What follows belongs to an exercise in optimizing a design on an open flow for small area; a production flow would make more cautious choices. The RTL was checked by simulation tests, not by an equivalence proof against the original design. Power and IR drop assume default switching activity.

== trial 71 ==
// watch_top
module watch_top (
    input  logic clock,
    input  logic reset,
    input  logic [watch_pkg::MODE_IN_W-1:0] mode,
    input  logic [watch_pkg::BUTTON_W-1:0] button,
    output logic [watch_pkg::HOUR_W-1:0] hour,
    output logic [watch_pkg::MIN_W-1:0] minute,
    output logic [watch_pkg::MIN_W-1:0] second,
    output logic [watch_pkg::LED_W-1:0] led,
    output logic piezo
);
clock: 10.0 ns
lec_check: 0
cap_margin: 20
core_margin: 2
core_utilization: 70
place_density: 0.85
slew_margin: 20
standard.sh (not shown) runs the stock make flow with config.mk's settings and CLKGATE_MAP_FILE= SYNTH_SCRIPT=/design/flow/synth_recipe.tcl, a recipe that flattens the netlist after the stock synthesis.
==> flow/flow/run.sh <==
#!/bin/bash
set -euo pipefail
work=$(pwd)
rm -rf "$work/scripts_area"
cp -r "$FLOW_HOME/scripts" "$work/scripts_area"
cp "$work/flow/abc_area.script" "$work/scripts_area/abc_area.script"
vars=(
  "SCRIPTS_DIR=$work/scripts_area"
  "ABC_AREA=1"
  "BUFFER_PORTS_ARGS=-buffer_cell sky130_fd_sc_hd__buf_1"
  "CTS_ARGS=-sink_clustering_enable -repair_clock_nets -dont_use_dummy_load -sink_clustering_size 35 -sink_clustering_max_diameter 70"
)
bash standard.sh "${vars[@]}" synth > "$work/synth.log" 2>&1
bash standard.sh "${vars[@]}" finish > "$work/layout.log" 2>&1
==> flow/flow/abc_area.script <==
strash
dch -f
amap
strash
dch -f
amap
strash
dch -f
amap
Trial 71 | status: complete | timing, DRC, antenna: pass
Here is what was changed in the inputs of build 62 compared with trial 71.
--- a/flow/config.mk
+++ b/flow/config.mk
@@ -10,2 +10,2 @@
-export CORE_UTILIZATION = 70
-export PLACE_DENSITY = 0.85
+export CORE_UTILIZATION = 60
+export PLACE_DENSITY = 0.75
## What came out
Any difference in sequential share of cell area between trial 71 and build 62 is small enough to ignore.
Against trial 71, worst-case hold slack in build 62 came out better.
Met1 capacity usage during global routing: build 62 < trial 71
Looking at cell depth of the worst setup path, build 62 sits 1 below trial 71.
Looking at build 62 and trial 71, the post-layout worst setup margin is a wash.
Relative to trial 71, the clock power measured on build 62 has decreased by a few percent.
Taking trial 71 as 1.0, build 62 lands at 0.926 on global-route wire length before repair.
Diff trial 71 -> build 62: global-route usage fell 6.2 points; power per standard cell area fell 0.89%; via count fell about 3.5%; register-to-register slack fell 0.07 ns.

---

Setup of run 1:
watch_top, a different RTL version from the one above (not shown whole).
Size in the first run: ~980 cells after synthesis, roughly 44 I/O pins, ~0.012 mm^2 of cells after synthesis.
==> flow/config.mk <==
export PLATFORM = sky130hd
export DESIGN_NAME = watch_top
export DESIGN_NICKNAME = watch_top
export VERILOG_FILES = /design/flow/design.v
export SDC_FILE = /design/flow/constraint.sdc
export NUM_CORES = 4
export LEC_CHECK = 0
export CAP_MARGIN = 20
export CORE_MARGIN = 2
export CORE_UTILIZATION = 40
export CTS_CLUSTER_DIAMETER = 50
export CTS_CLUSTER_SIZE = 24
export SLEW_MARGIN = 20
==> flow/constraint.sdc <==
create_clock -name core_clock -period 10.0 [get_ports {clock}]
set_input_delay 2.0000 -clock core_clock [delete_from_list [all_inputs] [get_ports {clock}]]
set_output_delay 2.0000 -clock core_clock [all_outputs]
set_load 0.01 [all_outputs]
run.sh (not shown) runs the stock make flow with config.mk's settings and CLKGATE_MAP_FILE= SYNTH_SCRIPT=/design/flow/synth_recipe.tcl, a recipe that flattens the netlist after the stock synthesis.
Stock flow here: none of the scripts above is used.
Run 1 went all the way through the flow, and no timing, DRC or antenna check failed.
Setup changes, run 1 to run 2
# run 1
export LEC_CHECK = 0
export CAP_MARGIN = 20
export CORE_MARGIN = 2
export CORE_UTILIZATION = 40
export CTS_CLUSTER_DIAMETER = 50
export CTS_CLUSTER_SIZE = 24
export SLEW_MARGIN = 20
create_clock -name core_clock -period 10.0 [get_ports {clock}]
# run 2
export LEC_CHECK = 0
export CAP_MARGIN = 20
export CORE_MARGIN = 2
export CORE_UTILIZATION = 40
export CTS_CLUSTER_DIAMETER = 60
export CTS_CLUSTER_SIZE = 30
export SLEW_MARGIN = 20
create_clock -name core_clock -period 10.0 [get_ports {clock}]
### Flow results
Changes observed in run 2 relative to run 1: count of clock-buffer cells in the layout saw a decrease; clock-pin slew on the worst setup and hold paths saw an increase; critical path required time saw an increase. Going from run 1 to run 2, standard cell area after detailed placement essentially unchanged, routed wire length decreased about 0.5%. Delta (run 2 minus run 1): wire length per cell after detailed routing grew by 0.48%, clock skew went up, global-route wire length before repair barely changed, combinational power share rose 0.4 points.
The following lists how run 3 was set up differently from run 2:
# run 2
export LEC_CHECK = 0
export CAP_MARGIN = 20
export CORE_MARGIN = 2
export CORE_UTILIZATION = 40
export CTS_CLUSTER_DIAMETER = 60
export CTS_CLUSTER_SIZE = 30
export SLEW_MARGIN = 20
create_clock -name core_clock -period 10.0 [get_ports {clock}]
# run 3
export LEC_CHECK = 0
export CAP_MARGIN = 20
export CORE_MARGIN = 2
export CORE_UTILIZATION = 40
export SLEW_MARGIN = 20
create_clock -name core_clock -period 10.0 [get_ports {clock}]
==> comparison <==
- Run 2 → run 3: combinational power share now sits lower, fmax now sits lower, setup slack now sits lower, count of filler cells inserted in the layout now sits lower.
- Against run 2, clock power in run 3 came out worse.
- Taking run 3 over run 2, the clock buffer instance count of the final layout ratio works out to 1.7.
Relative to run 3, the following input files were edited for run 4:
# run 3
export LEC_CHECK = 0
export CAP_MARGIN = 20
export CORE_MARGIN = 2
export CORE_UTILIZATION = 40
export SLEW_MARGIN = 20
create_clock -name core_clock -period 10.0 [get_ports {clock}]
# run 4
export LEC_CHECK = 0
export CAP_MARGIN = 20
export CORE_MARGIN = 2
export CORE_UTILIZATION = 40
export CTS_BUF_LIST = sky130_fd_sc_hd__clkbuf_4
export SLEW_MARGIN = 20
create_clock -name core_clock -period 10.0 [get_ports {clock}]
==> notes.md <==
Run 4 vs run 3: met3 wirelength from detailed routing up by a few percent. Going from run 3 to run 4, measured slew at the worst slew-check pin fell by 0.012 ns, final area fell by about 0.65%, final-stage net count rose by 55, synthesized cell count stayed essentially flat. Run 3 → run 4: internal power consumption lost about 9%, worst hold slack decreased 0.026 ns, number of port buffers roughly the same. Share of final layout cell area taken by clock buffers and inverters ends up lower on run 4. Relative to run 3, wire length of the first global-routing pass increased by 1.5% in run 4. Depth of the CTS H-tree (run 4 over run 3): increase, 1.

---

Setup of lane 4:
watch_top, a different RTL version from the one above (not shown whole).
For scale: ~960 cells after synthesis, about 370 flip-flops, ~44 I/O pins.
export LEC_CHECK = 0
export CAP_MARGIN = 20
export CORE_MARGIN = 2
export CORE_UTILIZATION = 40
export SLEW_MARGIN = 20
create_clock -name core_clock -period 10.0 [get_ports {clock}]
standard.sh (not shown) runs the stock make flow with config.mk's settings and CLKGATE_MAP_FILE= SYNTH_SCRIPT=/design/flow/synth_recipe.tcl, a recipe that flattens the netlist after the stock synthesis.
==> flow/flow/run.sh <==
#!/bin/bash
set -euo pipefail
work=$(pwd)
rm -rf "$work/scripts_area"
cp -r "$FLOW_HOME/scripts" "$work/scripts_area"
cp "$work/flow/abc_area.script" "$work/scripts_area/abc_area.script"
vars=(
  "SCRIPTS_DIR=$work/scripts_area"
  "ABC_AREA=1"
  "BUFFER_PORTS_ARGS=-buffer_cell sky130_fd_sc_hd__buf_1"
  "CTS_ARGS=-sink_clustering_enable -repair_clock_nets -dont_use_dummy_load -sink_clustering_size 30 -sink_clustering_max_diameter 60"
)
bash standard.sh "${vars[@]}" synth > "$work/synth.log" 2>&1
bash standard.sh "${vars[@]}" finish > "$work/layout.log" 2>&1
==> flow/flow/abc_area.script <==
&get -n
&st
&dch -f
&nf -R 1000 -p
&put
strash
dch -f
amap
Lane 4: done, clean on timing, DRC and antenna
Edits applied to the flow inputs when going from lane 4 to lane 3:
Settings: an added CTS_CLUSTER_SIZE of 30; an added CTS_CLUSTER_DIAMETER of 60.
==> flow/run.sh (new file) <==
#!/bin/bash
# synth_recipe.tcl (not shown) runs the flow's synth.tcl, then flattens the netlist and writes it again
# the make line also repeats each setting of config.mk as NAME=value (left out here)
make -C /OpenROAD-flow-scripts/flow DESIGN_CONFIG=/design/flow/config.mk WORK_HOME=/design/flow/orfs CLKGATE_MAP_FILE= SYNTH_SCRIPT=/design/flow/synth_recipe.tcl finish
removed: flow/flow/run.sh
removed: flow/flow/abc_area.script
removed: flow/standard.sh
## What came out
Number of clock buffers in the layout was higher in the run labelled lane 3. For lane 4, the launching instance or port of the critical path was mode[1], unlike lane 3, where it was mode[2]. Of the two values seen for cell with the largest stage delay on the worst path, sky130_fd_sc_hd__or4_1 was produced by lane 4 and sky130_fd_sc_hd__nor4_1 by lane 3. Compared with lane 4, in lane 3 fraction of layout instances using a drive strength above 1 now sits higher, worst setup slack now sits higher, power share of the combinational group now sits lower, post-layout net count now sits lower.

---

## build 51
watch_top, a different RTL version from the one above (not shown whole).
Size in the first run: roughly 360 flip-flops, ~44 I/O pins.
Design watch_top, start of the top module:
module watch_top (
    input  logic clock,
    input  logic reset,
    input  logic [watch_pkg::MODE_IN_W-1:0] mode,
    input  logic [watch_pkg::BUTTON_W-1:0] button,
    output logic [watch_pkg::HOUR_W-1:0] hour,
    output logic [watch_pkg::MIN_W-1:0] minute,
    output logic [watch_pkg::MIN_W-1:0] second,
    output logic [watch_pkg::LED_W-1:0] led,
    output logic piezo
);
    logic tick;
    logic [watch_pkg::MODE_W-1:0] active_mode;
    logic [watch_pkg::BUTTON_W-1:0] key_pulse;
    logic note_any;
    logic [watch_pkg::NIDX_W-1:0] note_idx;
    logic [watch_pkg::HOUR_W-1:0] alarm_hour;
    logic [watch_pkg::MIN_W-1:0] alarm_minute;
    logic alarm_start;
    logic alarm_enabled;
    logic tone_on;
    logic [watch_pkg::NIDX_W-1:0] tone_idx;
    panel_input panel0 (
        .clock(clock),
        .reset(reset),
        .mode(mode),
        .button(button),
        .tick(tick),
        .active_mode(active_mode),
        .key_pulse(key_pulse),
        .note_any(note_any),
        .note_idx(note_idx)
    );
    time_keeper keeper0 (
        .clock(clock),
        .reset(reset),
        .tick(tick),
        .active_mode(active_mode),
        .key_pulse(key_pulse),
        .hour(hour),
        .minute(minute),
        .second(second),
        .alarm_hour(alarm_hour),
        .alarm_minute(alarm_minute)
    );
    alarm_unit alarm0 (
        .clock(clock),
        .reset(reset),
        .active_mode(active_mode),
        .key_pulse(key_pulse),
        .hour(hour),
        .minute(minute),
        .second(second),
        .alarm_hour(alarm_hour),
        .alarm_minute(alarm_minute),
        .alarm_start(alarm_start),
        .alarm_enabled(alarm_enabled)
    );
    melody_recorder recorder0 (
        .clock(clock),
        .reset(reset),
        .tick(tick),
        .active_mode(active_mode),
  ...
export LEC_CHECK = 0
export CAP_MARGIN = 20
export CORE_MARGIN = 2
export CORE_UTILIZATION = 40
export SLEW_MARGIN = 20
create_clock -name core_clock -period 10.0 [get_ports {clock}]
==> flow/flow/run.sh <==
#!/bin/bash
set -euo pipefail
work=$(pwd)
rm -rf "$work/scripts_area"
cp -r "$FLOW_HOME/scripts" "$work/scripts_area"
cp "$work/flow/abc_area.script" "$work/scripts_area/abc_area.script"
vars=(
  "SCRIPTS_DIR=$work/scripts_area"
  "ABC_AREA=1"
  "BUFFER_PORTS_ARGS=-buffer_cell sky130_fd_sc_hd__buf_1"
  "CTS_ARGS=-sink_clustering_enable -repair_clock_nets -dont_use_dummy_load -buf_list sky130_fd_sc_hd__clkbuf_8 -sink_clustering_size 20 -sink_clustering_max_diameter 50"
)
bash standard.sh "${vars[@]}" synth > "$work/synth.log" 2>&1
bash standard.sh "${vars[@]}" finish > "$work/layout.log" 2>&1
==> flow/flow/abc_area.script <==
strash
dch -f
amap
strash
dch -f
amap
strash
dch -f
amap
Build 51 reached the final stage; the timing, DRC and antenna checks on its layout passed.
The inputs of build 36 differ from those of build 51 as listed below.
--- a/flow/flow/run.sh
+++ b/flow/flow/run.sh
@@ -9,5 +9,5 @@
   "ABC_AREA=1"
   "BUFFER_PORTS_ARGS=-buffer_cell sky130_fd_sc_hd__buf_1"
-  "CTS_ARGS=-sink_clustering_enable -repair_clock_nets -dont_use_dummy_load -buf_list sky130_fd_sc_hd__clkbuf_8 -sink_clustering_size 20 -sink_clustering_max_diameter 50"
+  "CTS_ARGS=-sink_clustering_enable -repair_clock_nets -dont_use_dummy_load -sink_clustering_size 40 -sink_clustering_max_diameter 80"
 )
 bash standard.sh "${vars[@]}" synth > "$work/synth.log" 2>&1
--- outcome ---
Cmp build 36 vs build 51: hold slack higher in build 36. Build 36: no failed stages, no open violations at the end. Build 51 -> build 36: area after synthesis delta 0, exact match. From build 51 to build 36 the numbers moved as follows: share of power burned in combinational logic increased by 0.2 points relative to the old numbers, final core utilization decreased by 0.33 points relative to the old numbers, detailed-route wire length decreased by 1.6% relative to the old numbers, pin slew with the least headroom to its limit decreased by 62 ps relative to the old numbers. Build 36 has maximum clock frequency below what build 51 had. Build 36 vs. build 51: share of the final layout cell area in sequential cells now larger; final critical-path share of the clock period higher; clock share of power shows a reduction of 1.6 points; worst setup slack now smaller.
The inputs of build 10 differ from those of build 36 as listed below.
--- a/flow/flow/run.sh
+++ b/flow/flow/run.sh
@@ -9,5 +9,5 @@
   "ABC_AREA=1"
   "BUFFER_PORTS_ARGS=-buffer_cell sky130_fd_sc_hd__buf_1"
-  "CTS_ARGS=-sink_clustering_enable -repair_clock_nets -dont_use_dummy_load -sink_clustering_size 40 -sink_clustering_max_diameter 80"
+  "CTS_ARGS=-sink_clustering_enable -repair_clock_nets -dont_use_dummy_load -sink_clustering_size 40 -sink_clustering_max_diameter 60"
 )
 bash standard.sh "${vars[@]}" synth > "$work/synth.log" 2>&1
Results
Of build 36 and build 10, build 10 shows the higher wire length, with build 36 below it. Delta (build 10 minus build 36): utilization of the core after routing climbed 0.63 points, slack of the critical path shows an increase of 17 ps. Comparing build 36 against build 10, there is no change at all in proportion of synthesized chip area in sequential cells. Summary of build 10 over build 36: total design power grew by 6.2%; fill cell instance count of the final layout stayed essentially flat; compound-gate portion of the synthesized area level. Shortest clock period the worst path allows after layout, build 36 and build 10: smaller value in build 10.
What build 50 does differently from build 10 at the input level:
--- a/flow/flow/run.sh
+++ b/flow/flow/run.sh
@@ -9,5 +9,5 @@
   "ABC_AREA=1"
   "BUFFER_PORTS_ARGS=-buffer_cell sky130_fd_sc_hd__buf_1"
-  "CTS_ARGS=-sink_clustering_enable -repair_clock_nets -dont_use_dummy_load -sink_clustering_size 40 -sink_clustering_max_diameter 60"
+  "CTS_ARGS=-sink_clustering_enable -repair_clock_nets -dont_use_dummy_load -sink_clustering_size 30 -sink_clustering_max_diameter 60"
 )
 bash standard.sh "${vars[@]}" synth > "$work/synth.log" 2>&1
--- outcome ---
Per the comparison of build 50 with build 10, final non-filler cell area ~0 delta; final worst setup slack down 6.5 ps. Changes observed in build 50 relative to build 10: post-CTS clock slew at the launch and capture registers of the worst setup and hold paths -30 ps, global-route wire length before repair ~0 delta.

---

Setup of lane 5:
watch_top, a different RTL version from the one above (not shown whole).
Size in the first run: about 360 flip-flops, about 44 I/O pins, ~11000 um2 of cells after synthesis.
Settings: LEC_CHECK=0, CAP_MARGIN=20, CORE_MARGIN=2, CORE_UTILIZATION=60, PLACE_DENSITY=0.75, SLEW_MARGIN=20; clock period 10.0 ns.
==> flow/flow/run.sh <==
#!/bin/bash
set -euo pipefail
work=$(pwd)
rm -rf "$work/scripts_area"
cp -r "$FLOW_HOME/scripts" "$work/scripts_area"
cp "$work/flow/abc_area.script" "$work/scripts_area/abc_area.script"
vars=(
  "SCRIPTS_DIR=$work/scripts_area"
  "ABC_AREA=1"
  "BUFFER_PORTS_ARGS=-buffer_cell sky130_fd_sc_hd__buf_1"
  "CTS_ARGS=-sink_clustering_enable -repair_clock_nets -dont_use_dummy_load -sink_clustering_size 35 -sink_clustering_max_diameter 70"
)
bash standard.sh "${vars[@]}" synth > "$work/synth.log" 2>&1
bash standard.sh "${vars[@]}" finish > "$work/layout.log" 2>&1
Scripts as last shown in full above: flow/flow/abc_area.script
Lane 5 ended with every stage complete and zero timing, DRC or antenna violations.
diff inputs: lane 5 => lane 1
# lane 5
export LEC_CHECK = 0
export CAP_MARGIN = 20
export CORE_MARGIN = 2
export CORE_UTILIZATION = 60
export PLACE_DENSITY = 0.75
export SLEW_MARGIN = 20
create_clock -name core_clock -period 10.0 [get_ports {clock}]
# lane 1
export LEC_CHECK = 0
export CAP_MARGIN = 20
export CORE_MARGIN = 2
export CORE_UTILIZATION = 40
export SLEW_MARGIN = 20
create_clock -name core_clock -period 10.0 [get_ports {clock}]
## What came out
Compared lane 1 against lane 5; via count within noise.
The higher overall track demand over capacity in global routing came out of lane 5.
Vias per cell (lane 1 vs. lane 5) decreases by more than 10%
Looking only at utilization after layout, and setting everything else aside, the higher value of lane 5 and lane 1 goes to lane 5.
In lane 1 the number of non-clock buffers in the layout turned out about 2% lower than in lane 5.
Of lane 1 and lane 5, it is lane 1 that has the lower fraction of met3 tracks used by global routing.
Final instance count without filler cells in lane 1 is 12% above lane 5.
Compared with lane 5, lane 1 has less setup slack.
The y dimension of the die in lane 1 sits 22% above the value recorded for lane 5.

-- what the ideal ports hide --
How much do the figures lean on ideal ports? The routed layouts below were timed once more, with nothing changed but the port constraints. Step 1 assumes that a clkbuf_16 drives the clock port and a buf_2 every other input. Step 2, shift: input delay + t, output delay - t, t = (earliest + latest rising clock arrival at the registers) / 2. This alone moves slack from input paths to output paths. Three values: ideal ports, drivers, drivers and shift; two values: the first two.
| run | shift t [ns] | setup slack, ns | worst register clock-pin slew, ns | cell pins on the clock port's net |
|---|---|---|---|---|
| trial 71 | 0.538 | 5.024 / 5.047 / 4.509 | 0.12 / 0.12 | 1 |
| build 62 | 0.520 | 5.026 / 5.047 / 4.527 | 0.12 / 0.12 | 1 |
| run 1 | 0.546 | 5.075 / 5.099 / 4.553 | 0.09 / 0.09 | 1 |
| run 2 | 0.587 | 5.121 / 5.149 / 4.562 | 0.10 / 0.10 | 1 |
| run 3 | 0.559 | 5.088 / 5.112 / 4.553 | 0.06 / 0.06 | 1 |
| run 4 | 0.712 | 5.260 / 5.278 / 4.566 | 0.07 / 0.07 | 1 |
| lane 4 | 0.553 | 4.934 / 4.961 / 4.408 | 0.10 / 0.10 | 1 |
| lane 3 | 0.581 | 5.075 / 5.095 / 4.514 | 0.10 / 0.10 | 1 |
| build 51 | 0.537 | 4.990 / 5.007 / 4.469 | 0.11 / 0.11 | 1 |
| build 36 | 0.527 | 4.955 / 4.979 / 4.452 | 0.13 / 0.13 | 1 |
| build 10 | 0.565 | 4.972 / 4.996 / 4.431 | 0.13 / 0.13 | 1 |
| build 50 | 0.557 | 4.966 / 4.990 / 4.433 | 0.10 / 0.10 | 1 |
| lane 5 | 0.538 | 4.910 / 4.935 / 4.397 | 0.11 / 0.11 | 1 |
| lane 1 | 0.536 | 4.837 / 4.863 / 4.326 | 0.12 / 0.12 | 1 |
After both steps every run listed still meets setup and hold. The setup slack of run 4, which loses most, moves by +0.018 ns with the drivers and by -0.694 ns with both steps.
